This is an optimization exercise on Yosys and OpenROAD, whose aim is small area and a short achievable clock period, not a production implementation. No activity file was given, so power comes from the tool's default toggle rates.

==> flow/design.v <==
package bps_pkg;
  localparam int RankBits    = 15;
  localparam int StepBits    = 17;
  localparam int BlockBits   = 16;
  localparam int LogBits     = 4;
  localparam int CfgIdxBits  = 1;
  localparam int CfgDataBits = 16;
endpackage
module bps_mod_a (
  input  logic [16:0] s,
  output logic [3:0]  u15,
  output logic [6:0]  t63,
  output logic [6:0]  z13,
  output logic [6:0]  y11
);
  logic [3:0] x1, y1, x2, y2, x3, y3, m1, m2, m3;
  logic [4:0] t15;
  logic [5:0] x6, y6, m6;
  logic [7:0] y13;
  always_comb begin
    x1 = s[3:0] ^ s[7:4] ^ s[11:8];
    m1 = (s[3:0] & s[7:4]) | (s[3:0] & s[11:8]) | (s[7:4] & s[11:8]);
    y1 = {m1[2:0], m1[3]};
    x2 = x1 ^ y1 ^ s[15:12];
    m2 = (x1 & y1) | (x1 & s[15:12]) | (y1 & s[15:12]);
    y2 = {m2[2:0], m2[3]};
    x3 = x2 ^ y2 ^ {3'b0, s[16]};
    m3 = (x2 & y2) | (x2 & {3'b0, s[16]}) | (y2 & {3'b0, s[16]});
    y3 = {m3[2:0], m3[3]};
    t15 = {1'b0, x3} + {1'b0, y3};
    u15 = t15[3:0] + {3'b0, t15[4]};
    x6 = s[5:0] ^ s[11:6] ^ {1'b0, s[16:12]};
    m6 = (s[5:0] & s[11:6]) | (s[5:0] & {1'b0, s[16:12]}) | (s[11:6] & {1'b0, s[16:12]});
    y6 = {m6[4:0], m6[5]};
    t63 = {1'b0, x6} + {1'b0, y6};
    y13 = {2'b0, s[5:0]} + {3'b0, s[16:12]} + {2'b0, ~s[11:6]};
    z13 = {1'b0, y13[5:0]} + {5'b0, ~y13[7:6]} + 7'd12;
    y11 = {2'b0, s[4:0]} + {2'b0, s[14:10]} + {2'b0, ~s[9:5]} + {5'b0, ~s[16:15]};
  end
endmodule
module bps_mod_b (
  input  logic [2:0] s_lo,
  input  logic [3:0] l,
  input  logic [3:0] u15,
  input  logic [6:0] t63,
  input  logic [6:0] z13,
  input  logic [6:0] y11,
  output logic [3:0] si
);
  logic [3:0] r15, r13, r11, r9;
  logic [2:0] r7, r5, a7, b7;
  logic [1:0] r3;
  logic [5:0] c13;
  logic [4:0] c11, d9;
  logic [5:0] z11;
  logic [3:0] e7;
  always_comb begin
    r15 = (u15 == 4'd15) ? 4'd0 : u15;
    case (r15)
      4'd0, 4'd3, 4'd6, 4'd9, 4'd12:   r3 = 2'd0;
      4'd1, 4'd4, 4'd7, 4'd10, 4'd13:  r3 = 2'd1;
      default:                         r3 = 2'd2;
    endcase
    case (r15)
      4'd0, 4'd5, 4'd10:  r5 = 3'd0;
      4'd1, 4'd6, 4'd11:  r5 = 3'd1;
      4'd2, 4'd7, 4'd12:  r5 = 3'd2;
      4'd3, 4'd8, 4'd13:  r5 = 3'd3;
      default:            r5 = 3'd4;
    endcase
    e7 = {1'b0, t63[2:0]} + {1'b0, t63[5:3]} + {3'b0, t63[6]};
    a7 = e7[2:0] + {2'b0, e7[3]};
    r7 = (a7 == 3'd7) ? 3'd0 : a7;
    d9 = {2'b0, t63[2:0]} + {4'b0, t63[6]} - {2'b0, t63[5:3]};
    r9 = d9[4] ? d9[3:0] + 4'd9 : ((d9[3:0] == 4'd9) ? 4'd0 : d9[3:0]);
    z11 = {1'b0, y11[4:0]} + {4'b0, ~y11[6:5]} + 6'd7;
    c13 = (z13 >= 7'd52) ? 6'(z13 - 7'd52) : z13[5:0];
    c13 = (c13 >= 6'd26) ? 6'(c13 - 6'd26) : c13;
    r13 = (c13 >= 6'd13) ? 4'(c13 - 6'd13) : c13[3:0];
    c11 = (z11 >= 6'd22) ? 5'(z11 - 6'd22) : z11[4:0];
    r11 = (c11 >= 5'd11) ? 4'(c11 - 5'd11) : c11[3:0];
    case (l)
      4'd2:    si = {3'b0, s_lo[0]};
      4'd3:    si = {2'b0, r3};
      4'd4:    si = {2'b0, s_lo[1:0]};
      4'd5:    si = {1'b0, r5};
      4'd6:    si = {2'b0, r3} + ((r3[0] ^ s_lo[0]) ? 4'd3 : 4'd0);
      4'd7:    si = {1'b0, r7};
      4'd8:    si = {1'b0, s_lo};
      4'd9:    si = r9;
      4'd10:   si = {1'b0, r5} + ((r5[0] ^ s_lo[0]) ? 4'd5 : 4'd0);
      4'd11:   si = r11;
      4'd12:   si = {2'b0, r3} + 4'd3 * {2'b0, 2'(2'd3 * (s_lo[1:0] - r3))};
      4'd13:   si = r13;
      4'd14:   si = {1'b0, r7} + ((r7[0] ^ s_lo[0]) ? 4'd7 : 4'd0);
      4'd15:   si = r15;
      default: si = 4'd0;
    endcase
  end
endmodule
module binomial_pipeline_schedule (
  input  logic                              clk_i,
  input  logic                              rst_ni,
  input  logic                              start_i,
  output logic                              busy_o,
  input  logic                              req_type_i,
  input  logic [bps_pkg::RankBits-1:0]      rank_i,
  input  logic [bps_pkg::StepBits-1:0]      step_i,
  input  logic                              cfg_we_i,
  input  logic [bps_pkg::CfgIdxBits-1:0]    cfg_idx_i,
  input  logic [bps_pkg::CfgDataBits-1:0]   cfg_wdata_i,
  output logic                              valid_o,
  output logic                              transfer_valid_o,
  output logic [bps_pkg::RankBits-1:0]      peer_rank_o,
  output logic [bps_pkg::BlockBits-1:0]     block_index_o,
  output logic [bps_pkg::StepBits-1:0]      forged_index_o
);
  assign busy_o = 1'b0;
  logic [3:0]  lx_q;
  logic [15:0] bx_q;
  logic        zb_q;
  always_ff @(posedge clk_i or negedge rst_ni) begin
    if (!rst_ni) begin
      lx_q <= 4'd0;
      bx_q <= 16'd0;
      zb_q <= 1'b0;
    end else if (cfg_we_i) begin
      if (cfg_idx_i == 1'b0) begin
        lx_q <= (cfg_wdata_i[3:0] == 4'd0) ? 4'd0 : cfg_wdata_i[3:0] ^ 4'd1;
      end else begin
        bx_q <= cfg_wdata_i ^ 16'd1;
        zb_q <= (cfg_wdata_i == 16'd0);
      end
    end
  end
  logic [3:0]  l_q;
  logic [15:0] b_q;
  logic        zb;
  logic [15:0] last;
  assign l_q  = lx_q ^ 4'd1;
  assign b_q  = bx_q ^ 16'd1;
  assign zb   = zb_q;
  assign last = zb ? 16'd0 : b_q - 16'd1;
  logic v1_q, v2_q, v3_q, v4_q, v5_q;
  always_ff @(posedge clk_i or negedge rst_ni) begin
    if (!rst_ni) begin
      v1_q    <= 1'b0;
      v2_q    <= 1'b0;
      v3_q    <= 1'b0;
      v4_q    <= 1'b0;
      v5_q    <= 1'b0;
      valid_o <= 1'b0;
    end else begin
      v1_q    <= start_i;
      v2_q    <= v1_q;
      v3_q    <= v2_q;
      v4_q    <= v3_q;
      v5_q    <= v4_q;
      valid_o <= v5_q;
    end
  end
  logic        req1_q, req2_q, req3_q;
  logic [14:0] rank1_q, rank2_q, rank3_q;
  logic [16:0] s1_q, s2_q, s3_q, s4_q;
  logic [3:0]  u15_d, u15_q;
  logic [6:0]  t63_d, t63_q, z13_d, z13_q;
  logic [6:0]  y11_d, y11_q;
  logic [3:0]  si3_d, si3_q, si4_q;
  bps_mod_a u_mod_a (
    .s   (s1_q),
    .u15 (u15_d),
    .t63 (t63_d),
    .z13 (z13_d),
    .y11 (y11_d)
  );
  bps_mod_b u_mod_b (
    .s_lo (s2_q[2:0]),
    .l    (l_q),
    .u15  (u15_q),
    .t63  (t63_q),
    .z13  (z13_q),
    .y11  (y11_q),
    .si   (si3_d)
  );
  always_ff @(posedge clk_i) begin
    req1_q  <= req_type_i;
    rank1_q <= rank_i;
    s1_q    <= step_i;
    req2_q  <= req1_q;
    rank2_q <= rank1_q;
    s2_q    <= s1_q;
    u15_q   <= u15_d;
    t63_q   <= t63_d;
    z13_q   <= z13_d;
    y11_q   <= y11_d;
    req3_q  <= req2_q;
    rank3_q <= rank2_q;
    s3_q    <= s2_q;
    si3_q   <= si3_d;
  end
  logic [14:0] onehot, above, other;
  logic        rot0, any_a, any_b;
  logic [3:0]  pa, pb;
  always_comb begin
    onehot = 15'd1 << si3_q;
    above  = '0;
    for (int j = 0; j < 15; j++) above[j] = rank3_q[j] && (4'(j) > si3_q);
    other = rank3_q ^ onehot;
    rot0  = rank3_q[si3_q] ^ !req3_q;
    any_a = |above;
    pa = 4'd0;
    for (int j = 14; j >= 0; j--) if (above[j]) pa = 4'(j);
    pb = 4'd0;
    for (int j = 14; j >= 0; j--) if (rank3_q[j]) pb = 4'(j);
    any_b = (rank3_q != '0) && (pb < si3_q);
  end
  logic        rot04_q, any_a4_q, any_b4_q;
  logic [3:0]  pa4_q, pb4_q;
  logic [14:0] peer4_q;
  always_ff @(posedge clk_i) begin
    rot04_q  <= rot0;
    any_a4_q <= any_a;
    any_b4_q <= any_b;
    pa4_q    <= pa;
    pb4_q    <= pb;
    peer4_q  <= other;
    si4_q    <= si3_q;
    s4_q     <= s3_q;
  end
  logic [4:0]  x, m, wrapx;
  logic [3:0]  idx, idxp, first, gc;
  logic        recv_nz, kill;
  logic [17:0] g, sl;
  always_comb begin
    x       = any_b4_q ? {1'b0, pb4_q} : {1'b0, si4_q};
    wrapx   = x + {1'b0, l_q};
    m       = (any_a4_q && ({1'b0, pa4_q} < wrapx)) ? {1'b0, pa4_q} : wrapx;
    idx     = 4'(m - {1'b0, si4_q});
    idxp    = rot04_q ? idx : 4'd0;
    first   = any_b4_q ? pb4_q : (rot04_q ? si4_q : pa4_q);
    recv_nz = rot04_q || any_a4_q || any_b4_q;
    g       = {2'b0, b_q} + {14'b0, l_q} + {1'b1, ~s4_q};
    kill    = g[17] || (g[16:0] == '0);
    gc      = (g[16:4] != '0) ? 4'd15 : g[3:0];
    sl      = {1'b0, s4_q} - {14'b0, l_q};
  end
  logic        pre5_q;
  logic [14:0] peer5_q;
  logic [3:0]  idxp5_q, gc5_q, first5_q;
  logic [17:0] sl5_q;
  always_ff @(posedge clk_i) begin
    pre5_q   <= recv_nz && !kill;
    peer5_q  <= peer4_q;
    idxp5_q  <= idxp;
    gc5_q    <= gc;
    first5_q <= first;
    sl5_q    <= sl;
  end
  logic [17:0] f;
  logic [4:0]  d, e;
  logic        ok, clamp, eq, keep;
  logic [15:0] blk, forged;
  always_comb begin
    f      = sl5_q + {14'b0, idxp5_q};
    e      = {1'b0, sl5_q[3:0]} + {1'b0, idxp5_q};
    ok     = pre5_q && !(sl5_q[17] && !e[4]);
    d      = {1'b0, first5_q} - {1'b0, idxp5_q};
    eq     = (d[4] ? (sl5_q[17:5] == '1) : (sl5_q[17:5] == '0)) && (sl5_q[4:0] == d);
    clamp  = {1'b0, idxp5_q} > {1'b0, gc5_q} + {4'b0, zb};
    keep   = clamp && eq;
    blk    = clamp ? last : f[15:0];
    forged = {blk[15:4] & {12{!keep}}, keep ? f[3:0] : blk[3:0]};
  end
  always_ff @(posedge clk_i) begin
    transfer_valid_o <= ok;
    peer_rank_o      <= ok ? peer5_q : '0;
    block_index_o    <= ok ? blk : '0;
    forged_index_o   <= {1'b0, ok ? forged : 16'd0};
  end
endmodule
==> flow/config.mk <==
export PLATFORM = sky130hd
export DESIGN_NAME = binomial_pipeline_schedule
export DESIGN_NICKNAME = binomial_pipeline_schedule
export VERILOG_FILES = /design/flow/design.v
export SDC_FILE = /design/flow/constraint.sdc
export NUM_CORES = 4
export LEC_CHECK = 0
export ABC_AREA = 1
export CAP_MARGIN = 20
export CORE_MARGIN = 2
export CORE_UTILIZATION = 40
export SETUP_SLACK_MARGIN = 4.4
export SLEW_MARGIN = 20
==> flow/constraint.sdc <==
create_clock -name core_clock -period 7.0 [get_ports {clk_i}]
set_input_delay 1.4000 -clock core_clock [delete_from_list [all_inputs] [get_ports {clk_i}]]
set_output_delay 1.4000 -clock core_clock [all_outputs]
set_load 0.01 [all_outputs]
standard.sh (not shown) runs the stock make flow with config.mk's settings and CLKGATE_MAP_FILE= SYNTH_SCRIPT=/design/flow/synth_recipe.tcl, a recipe that flattens the netlist after the stock synthesis.
==> flow/flow/run.sh <==
#!/bin/bash
# The standard ORFS layout with two changes: Yosys's adder-cell mapping is off, so that ABC
# maps the arithmetic together with the rest of the logic, and the port buffers are
# buf_2 cells. Registers and everything else as in standard.sh; each tool's output lands
# in orfs/logs, make's own output in make_finish.log.
set -euo pipefail
cd "$(dirname "$0")/.."
bash standard.sh ADDER_MAP_FILE= "BUFFER_PORTS_ARGS=-buffer_cell sky130_fd_sc_hd__buf_2" finish > make_finish.log 2>&1
==> next run, changes <==
--- a/flow/design.v
+++ b/flow/design.v
@@ -255,22 +255,21 @@
     gc5_q    <= gc;
     first5_q <= first;
     sl5_q    <= sl;
   end
-  logic [17:0] f;
-  logic [4:0]  d, e;
-  logic        ok, clamp, eq, keep;
+  logic [17:0] f, fd;
+  logic [4:0]  d;
+  logic        ok, clamp, eq;
   logic [15:0] blk, forged;
   always_comb begin
     f      = sl5_q + {14'b0, idxp5_q};
-    e      = {1'b0, sl5_q[3:0]} + {1'b0, idxp5_q};
-    ok     = pre5_q && !(sl5_q[17] && !e[4]);
     d      = {1'b0, first5_q} - {1'b0, idxp5_q};
-    eq     = (d[4] ? (sl5_q[17:5] == '1) : (sl5_q[17:5] == '0)) && (sl5_q[4:0] == d);
+    fd     = {{13{d[4]}}, d};
+    ok     = pre5_q && !f[17];
     clamp  = {1'b0, idxp5_q} > {1'b0, gc5_q} + {4'b0, zb};
-    keep   = clamp && eq;
+    eq     = (sl5_q == fd);
     blk    = clamp ? last : f[15:0];
-    forged = {blk[15:4] & {12{!keep}}, keep ? f[3:0] : blk[3:0]};
+    forged = (clamp && !eq) ? last : f[15:0];
   end
   always_ff @(posedge clk_i) begin
     transfer_valid_o <= ok;
     peer_rank_o      <= ok ? peer5_q : '0;
After rerunning: The new run produced a clean layout; power is lower by 3.5%; worst setup slack gains 0.013 ns; clock-buffer cell count came out lower by 4; final area barely changes; clock skew increases by 0.015 ns; clock power shrinks by about 10%; via count goes up by 0.38%; cell count stays flat; global-route usage came out lower by 0.71 points; wire length falls by 0.66%.
No run of this note included a check of the RTL's function; only the layout flow was run.

==> port drivers added, routing unchanged <==
Ports are ideal in the flow. The routed layouts listed here were re-timed in OpenROAD.
Step 1 assumes that a clkbuf_16 drives the clock port and a buf_2 every other input.
Step 2, shift: input delay + t, output delay - t, t = (earliest + latest rising clock arrival at the registers) / 2. This alone moves slack from input paths to output paths.
Slacks: ideal ports / drivers / drivers and shift; pairs: ideal ports / drivers.
| run | t, ns | slack for setup (ns) | worst slew at a driven data input, ns |
|---|---|---|---|
| the first run | 0.573 | 4.510 / 4.510 / 4.335 | 0.05 |
| the second run | 0.615 | 4.522 / 4.468 / 4.311 | 0.07 |
After both steps setup and hold are still met in every run listed. The setup slack of the second run, which loses most, moves by -0.054 ns with the drivers and by -0.211 ns with both steps.
